What follows belongs to an exercise in optimizing a design on an open flow for small area; a production flow would make more cautious choices.
Function was checked by simulation only, so behaviour that the tests miss may differ from the original.
Power and IR drop assume default switching activity.

==> amber: inputs <==
==> flow/design.v <==
package efuse_ctrl_pkg;
  typedef enum logic [2:0] {
    ST_IDLE    = 3'd0,
    ST_SETUP   = 3'd1,
    ST_STROBE  = 3'd2,
    ST_CAPTURE = 3'd3,
    ST_DONE    = 3'd4
  } efuse_state_e;
  localparam int unsigned REG_CTRL     = 32'h00;
  localparam int unsigned REG_STATUS   = 32'h01;
  localparam int unsigned REG_STRB_CFG = 32'h02;
  localparam int unsigned SHADOW_BASE  = 32'h80;
  localparam int unsigned STRB_MIN = 1;
  function automatic logic [3:0] strb_sanitize(input logic [3:0] v);
    strb_sanitize = (v == 4'd0) ? 4'(STRB_MIN) : v;
  endfunction
endpackage
module efuse_apb_regs
#(
  parameter int AW        = 8,
  parameter int DW        = 8,
  parameter int STRB_DEF  = 4
) (
  input  logic                 clk_i,
  input  logic                 rstn_i,
  input  logic                 psel_i,
  input  logic                 penable_i,
  input  logic                 pwrite_i,
  input  logic [AW-1:0]        paddr_i,
  input  logic [DW-1:0]        pwdata_i,
  input  logic                 busy_i,
  input  logic                 load_done_i,
  input  logic [7:0]           sh_byte_i,
  output logic [DW-1:0]        prdata_o,
  output logic                 pslverr_o,
  output logic                 start_o,
  output logic [3:0]           strb_cfg_o
);
  localparam logic [AW-1:0] A_CTRL   = AW'(efuse_ctrl_pkg::REG_CTRL);
  localparam logic [AW-1:0] A_STATUS = AW'(efuse_ctrl_pkg::REG_STATUS);
  localparam logic [AW-1:0] A_STRB   = AW'(efuse_ctrl_pkg::REG_STRB_CFG);
  logic          access;
  logic          hit_shadow;
  logic [3:0]    strb_q, strb_d;
  assign access        = psel_i & penable_i;
  assign hit_shadow    = paddr_i[AW-1];
  assign strb_cfg_o    = strb_q;
  always_comb begin
    prdata_o  = '0;
    pslverr_o = 1'b0;
    start_o   = 1'b0;
    strb_d    = strb_q;
    if (access) begin
      if (paddr_i == A_CTRL) begin
        if (pwrite_i) start_o = pwdata_i[0] & ~busy_i;
      end else if (paddr_i == A_STATUS) begin
        if (pwrite_i) pslverr_o = 1'b1;
        else          prdata_o  = DW'({load_done_i, busy_i});
      end else if (paddr_i == A_STRB) begin
        if (pwrite_i) begin
          if (busy_i) pslverr_o = 1'b1;
          else        strb_d    = efuse_ctrl_pkg::strb_sanitize(pwdata_i[3:0]);
        end else begin
          prdata_o = DW'(strb_q);
        end
      end else if (hit_shadow) begin
        if (pwrite_i) begin
          pslverr_o = 1'b1;
        end else begin
          prdata_o  = DW'(sh_byte_i);
          pslverr_o = busy_i;
        end
      end else begin
        pslverr_o = 1'b1;
      end
    end
  end
  always_ff @(posedge clk_i or negedge rstn_i) begin
    if (!rstn_i) strb_q <= 4'(STRB_DEF);
    else         strb_q <= strb_d;
  end
endmodule
module efuse_load_ctrl
#(
  parameter  int EFUSE_BIT      = 1024,
  parameter  int APB_ADDR_WIDTH = 8,
  parameter  int APB_DATA_WIDTH = 8,
  parameter  int STRB_DEF       = 4,
  parameter  int AUTO_LOAD      = 1,
  localparam int EA_W           = $clog2(EFUSE_BIT)
) (
  input  logic                      clk,
  input  logic                      rstn,
  input  logic                      psel,
  input  logic                      penable,
  input  logic                      pwrite,
  input  logic [APB_ADDR_WIDTH-1:0] paddr,
  input  logic [APB_DATA_WIDTH-1:0] pwdata,
  output logic [APB_DATA_WIDTH-1:0] prdata,
  output logic                      pready,
  output logic                      pslverr,
  output logic                      efuse_csb,
  output logic [EA_W-1:0]           efuse_addr,
  output logic                      efuse_strobe,
  input  logic                      efuse_dout,
  output logic                      busy,
  output logic                      load_done
);
  efuse_ctrl_pkg::efuse_state_e         state_q, state_d;
  logic [EA_W-1:0]      addr_q, addr_d;
  logic [3:0]           cnt_q, cnt_d;
  logic [3:0]           slen_q, slen_d;
  logic                 busy_q, busy_d;
  logic                 done_q, done_d;
  logic                 auto_q;
  logic                 start_req;
  logic [3:0]           strb_cfg;
  logic [1023:0]        ring_q;       
  logic [7:0]           stg_q [2];    
  logic [6:0]           h_q;          
  logic                 loading;
  logic [6:0]           ncur, pidx;
  logic [3:0]           pm;           
  logic                 ins;
  logic [7:0]           ins_byte;
  logic [6:0]           rn;
  logic [6:0]           rsel;
  logic [7:0]           ring_byte;
  logic [7:0]           sh_byte;
  logic                 sh_valid;
  logic [7:0]           pmask;
  function automatic logic [6:0] slot(input logic [6:0] n, input logic [3:0] m);
    logic [3:0] prod;
    logic [6:0] d;
    prod = m * n[3:0];
    casez (m)
      4'b???1: d = {4'b0, n[6:4]};
      4'b??10: d = {3'b0, n[6:3]};
      4'b?100: d = {2'b0, n[6:2]};
      4'b1000: d = {1'b0, n[6:1]};
      default: d = n;
    endcase
    slot = {prod, 3'b000} | d;
  endfunction
  efuse_apb_regs #(
    .AW        (APB_ADDR_WIDTH),
    .DW        (APB_DATA_WIDTH),
    .STRB_DEF  (STRB_DEF)
  ) u_regs (
    .clk_i       (clk),
    .rstn_i      (rstn),
    .psel_i      (psel),
    .penable_i   (penable),
    .pwrite_i    (pwrite),
    .paddr_i     (paddr),
    .pwdata_i    (pwdata),
    .busy_i      (busy_q),
    .load_done_i (done_q),
    .sh_byte_i   (sh_byte),
    .prdata_o    (prdata),
    .pslverr_o   (pslverr),
    .start_o     (start_req),
    .strb_cfg_o  (strb_cfg)
  );
  assign pready       = 1'b1;
  assign efuse_csb    = (state_q == efuse_ctrl_pkg::ST_IDLE) || (state_q == efuse_ctrl_pkg::ST_DONE);
  assign efuse_strobe = (state_q == efuse_ctrl_pkg::ST_STROBE);
  assign efuse_addr   = addr_q;
  assign busy         = busy_q;
  assign load_done    = done_q;
  always_comb begin
    state_d  = state_q;
    addr_d   = addr_q;
    cnt_d    = cnt_q;
    slen_d   = slen_q;
    busy_d   = busy_q;
    done_d   = done_q;
    case (state_q)
      efuse_ctrl_pkg::ST_IDLE: begin
        if (start_req || auto_q) begin
          done_d   = 1'b0;
          busy_d   = 1'b1;
          addr_d   = '0;
          slen_d   = strb_cfg;
          state_d  = efuse_ctrl_pkg::ST_SETUP;
        end
      end
      efuse_ctrl_pkg::ST_SETUP: begin
        cnt_d   = '0;
        state_d = efuse_ctrl_pkg::ST_STROBE;
      end
      efuse_ctrl_pkg::ST_STROBE: begin
        if (cnt_q == slen_q - 4'd1) state_d = efuse_ctrl_pkg::ST_CAPTURE;
        else                        cnt_d   = cnt_q + 4'd1;
      end
      efuse_ctrl_pkg::ST_CAPTURE: begin
        if (addr_q == EA_W'(EFUSE_BIT - 1)) begin
          state_d = efuse_ctrl_pkg::ST_DONE;
        end else begin
          addr_d  = addr_q + EA_W'(1);
          state_d = efuse_ctrl_pkg::ST_SETUP;
        end
      end
      efuse_ctrl_pkg::ST_DONE: begin
        busy_d  = 1'b0;
        done_d  = 1'b1;
        state_d = efuse_ctrl_pkg::ST_IDLE;
      end
      default: state_d = efuse_ctrl_pkg::ST_IDLE;
    endcase
  end
  always_ff @(posedge clk or negedge rstn) begin
    if (!rstn) begin
      state_q  <= efuse_ctrl_pkg::ST_IDLE;
      addr_q   <= '0;
      cnt_q    <= '0;
      slen_q   <= 4'(STRB_DEF);
      busy_q   <= 1'b0;
      done_q   <= 1'b0;
    end else begin
      state_q  <= state_d;
      addr_q   <= addr_d;
      cnt_q    <= cnt_d;
      slen_q   <= slen_d;
      busy_q   <= busy_d;
      done_q   <= done_d;
    end
  end
  always_ff @(posedge clk or negedge rstn) begin
    if (!rstn) auto_q <= (AUTO_LOAD != 0);
    else       auto_q <= 1'b0;
  end
  assign loading = busy_q && (state_q != efuse_ctrl_pkg::ST_DONE);
  assign ncur    = addr_q[9:3];
  assign pidx    = ncur - {6'b0, loading};
  assign pm      = slen_q + 4'd2;
  always_ff @(posedge clk) begin
    if (state_q == efuse_ctrl_pkg::ST_STROBE) stg_q[ncur[0]][addr_q[2:0]] <= efuse_dout;
  end
  always_ff @(posedge clk) begin
    if ((state_q == efuse_ctrl_pkg::ST_IDLE) && (start_req || auto_q))
      h_q <= {4'd0 - (strb_cfg + 4'd2), 3'b000};
    else
      h_q <= h_q + 7'd1;
  end
  assign ins      = (h_q == slot(pidx, pm));
  assign ins_byte = stg_q[pidx[0]];
  always_ff @(posedge clk) begin
    ring_q <= {ring_q[1015:8], (ins ? ins_byte : ring_q[7:0]), ring_q[1023:1016]};
  end
  assign rn        = paddr[6:0];
  assign rsel      = h_q - slot(rn, pm);
  assign ring_byte = ring_q[8*rsel +: 8];
  assign sh_valid  = (busy_q || done_q) && (rn <= ncur);
  assign pmask     = {~loading, 7'b1111111 >> (3'd7 - addr_q[2:0])};
  always_comb begin
    if (!sh_valid)             sh_byte = '0;
    else if (rn == ncur)       sh_byte = stg_q[ncur[0]] & pmask;
    else if (rn == ncur - 7'd1) sh_byte = stg_q[~ncur[0]];
    else                       sh_byte = ring_byte;
  end
endmodule
==> flow/run.sh <==
#!/bin/bash
# synth_recipe.tcl (not shown) runs the flow's synth.tcl, then flattens the netlist and writes it again
# the make line also repeats each setting of config.mk as NAME=value (left out here)
make -C /OpenROAD-flow-scripts/flow DESIGN_CONFIG=/design/flow/config.mk WORK_HOME=/design/flow/orfs CLKGATE_MAP_FILE= SYNTH_SCRIPT=/design/flow/synth_recipe.tcl finish
==> flow/config.mk <==
export PLATFORM = sky130hd
export DESIGN_NAME = efuse_load_ctrl
export DESIGN_NICKNAME = efuse_load_ctrl
export VERILOG_FILES = /design/flow/design.v
export SDC_FILE = /design/flow/constraint.sdc
export NUM_CORES = 4
export LEC_CHECK = 0
export CAP_MARGIN = 20
export CORE_MARGIN = 2
export CORE_UTILIZATION = 30
export SLEW_MARGIN = 20
==> flow/constraint.sdc <==
create_clock -name core_clock -period 12.0 [get_ports {clk}]
set_input_delay 2.4000 -clock core_clock [delete_from_list [all_inputs] [get_ports {clk}]]
set_output_delay 2.4000 -clock core_clock [all_outputs]
set_load 0.01 [all_outputs]
==> yarrow: changes against amber <==
--- a/flow/config.mk
+++ b/flow/config.mk
@@ -9,3 +9,6 @@
 export CORE_MARGIN = 2
-export CORE_UTILIZATION = 30
+export CORE_UTILIZATION = 55
+export CTS_BUF_LIST = sky130_fd_sc_hd__clkbuf_8
+export CTS_CLUSTER_SIZE = 30
+export PLACE_DENSITY = 0.7
 export SLEW_MARGIN = 20
==> cedar: changes against amber <==
--- a/flow/config.mk
+++ b/flow/config.mk
@@ -10,2 +10,3 @@
 export CORE_UTILIZATION = 30
+export CTS_BUF_LIST = sky130_fd_sc_hd__clkbuf_4
 export SLEW_MARGIN = 20
==> notes <==
- yarrow completed without violations. cedar produced a clean layout. amber completed without violations.
- Between yarrow and cedar, the lower clock skew is in yarrow (gap 35 ps).
- Synthesized cell count is the same in cedar and yarrow.
- First-iteration DRC count, highest first: amber, cedar, yarrow.
- Count of clock-buffer cells in the layout: yarrow is lower than cedar (157).
- Clock power: cedar < yarrow < amber.
- Power: cedar < yarrow < amber.
- In register-to-register slack, yarrow and cedar hardly differ.
- Critical path depth: yarrow is higher than cedar (3).
- Of cedar and yarrow, cedar has the higher via count (gap 4.9%, measured against yarrow).
- Worst setup slack: yarrow > amber > cedar.
- Hold slack, highest first: yarrow, amber, cedar.
==> figures <==
quantity                                                                                   amber                cedar               yarrow
Worst hold start                                                             ring_q[179]$_DFF_P_  ring_q[526]$_DFF_P_  ring_q[922]$_DFF_P_
Number of ordinary and repair buffers in the finished layout                                  64                   64                   68
Outcome                                                                           finished clean       finished clean       finished clean
Layout Nets                                                                                 2194                 2336                 2259
Count of clock buffers in the final design                                                   143                  362                  205
DP Area                                                                               35600 um^2           35600 um^2           34700 um^2
Capture instance of the worst register-to-register path                       ring_q[15]$_DFF_P_    ring_q[8]$_DFF_P_    ring_q[8]$_DFF_P_
Number of vias per cell after detailed routing                                              4.57                 4.51                 5.51
Max frequency                                                                           93.4 MHz             93.4 MHz             93.9 MHz
Maximum number of pins on one net before global-route repair                                  95                   95                   73
Share of power burned in the clock network                                                 46.1%                42.5%                43.0%
Power per unit of standard cell area                                                 182 nW/um^2          172 nW/um^2          177 nW/um^2
Global routing usage on met2                                                               18.0%                18.4%                29.8%
CP Capture Point                                                                       prdata[5]            prdata[5]            prdata[4]
DIE HEIGHT                                                                                338 um               338 um               251 um
Die width                                                                                 338 um               338 um               251 um
Final clock skew                                                                         38.0 ps              65.7 ps              30.3 ps
Static leakage                                                                           14.6 nW              14.8 nW              14.7 nW
Ratio of layout area to synthesized area                                                  1.164x               1.155x               1.131x
Worst max-slew margin expressed relative to the limit                                      39.9%                40.3%                39.2%
Area enclosed by the die boundary                                                    114000 um^2          114000 um^2           63000 um^2
Slowest CP cell                                                                             fa_4                 fa_4      clkdlybuf4s50_1
Clock edge transition at the registers on the reported setup and hold paths                60 ps                70 ps                60 ps

==> what the ideal ports hide <==
In the flow no input, the clock included, has a driving cell. The finished layouts below were timed again as built, in two steps. Step 1, drivers: a clkbuf_16 drives clk and a buf_2 each remaining input, both assumed. Step 2 moves the port delays by t, midway between the first and last clock arrival at a register: inputs arrive t later, outputs are due t later. That takes back most of the time a late clock gives input paths. Slacks: ideal / step 1 / step 2; pairs: ideal / step 1.
| run | shift t [ns] | slack for setup (ns) | worst setup path after step 2 | clock arrival spread, ns | worst register clock-pin slew, ns |
|---|---|---|---|---|---|
| amber | 0.708 | 1.297 / 1.255 / 1.255 | input to output | 0.041 / 0.041 | 0.07 / 0.07 |
| yarrow | 0.829 | 1.355 / 1.331 / 1.331 | input to output | 0.039 / 0.039 | 0.07 / 0.07 |
| cedar | 1.132 | 1.291 / 1.248 / 1.248 | input to output | 0.103 / 0.104 | 0.08 / 0.08 |
After both steps every run listed still meets setup and hold. The setup slack of cedar, which loses most, moves by -0.043 ns with the drivers and by -0.043 ns with both steps.
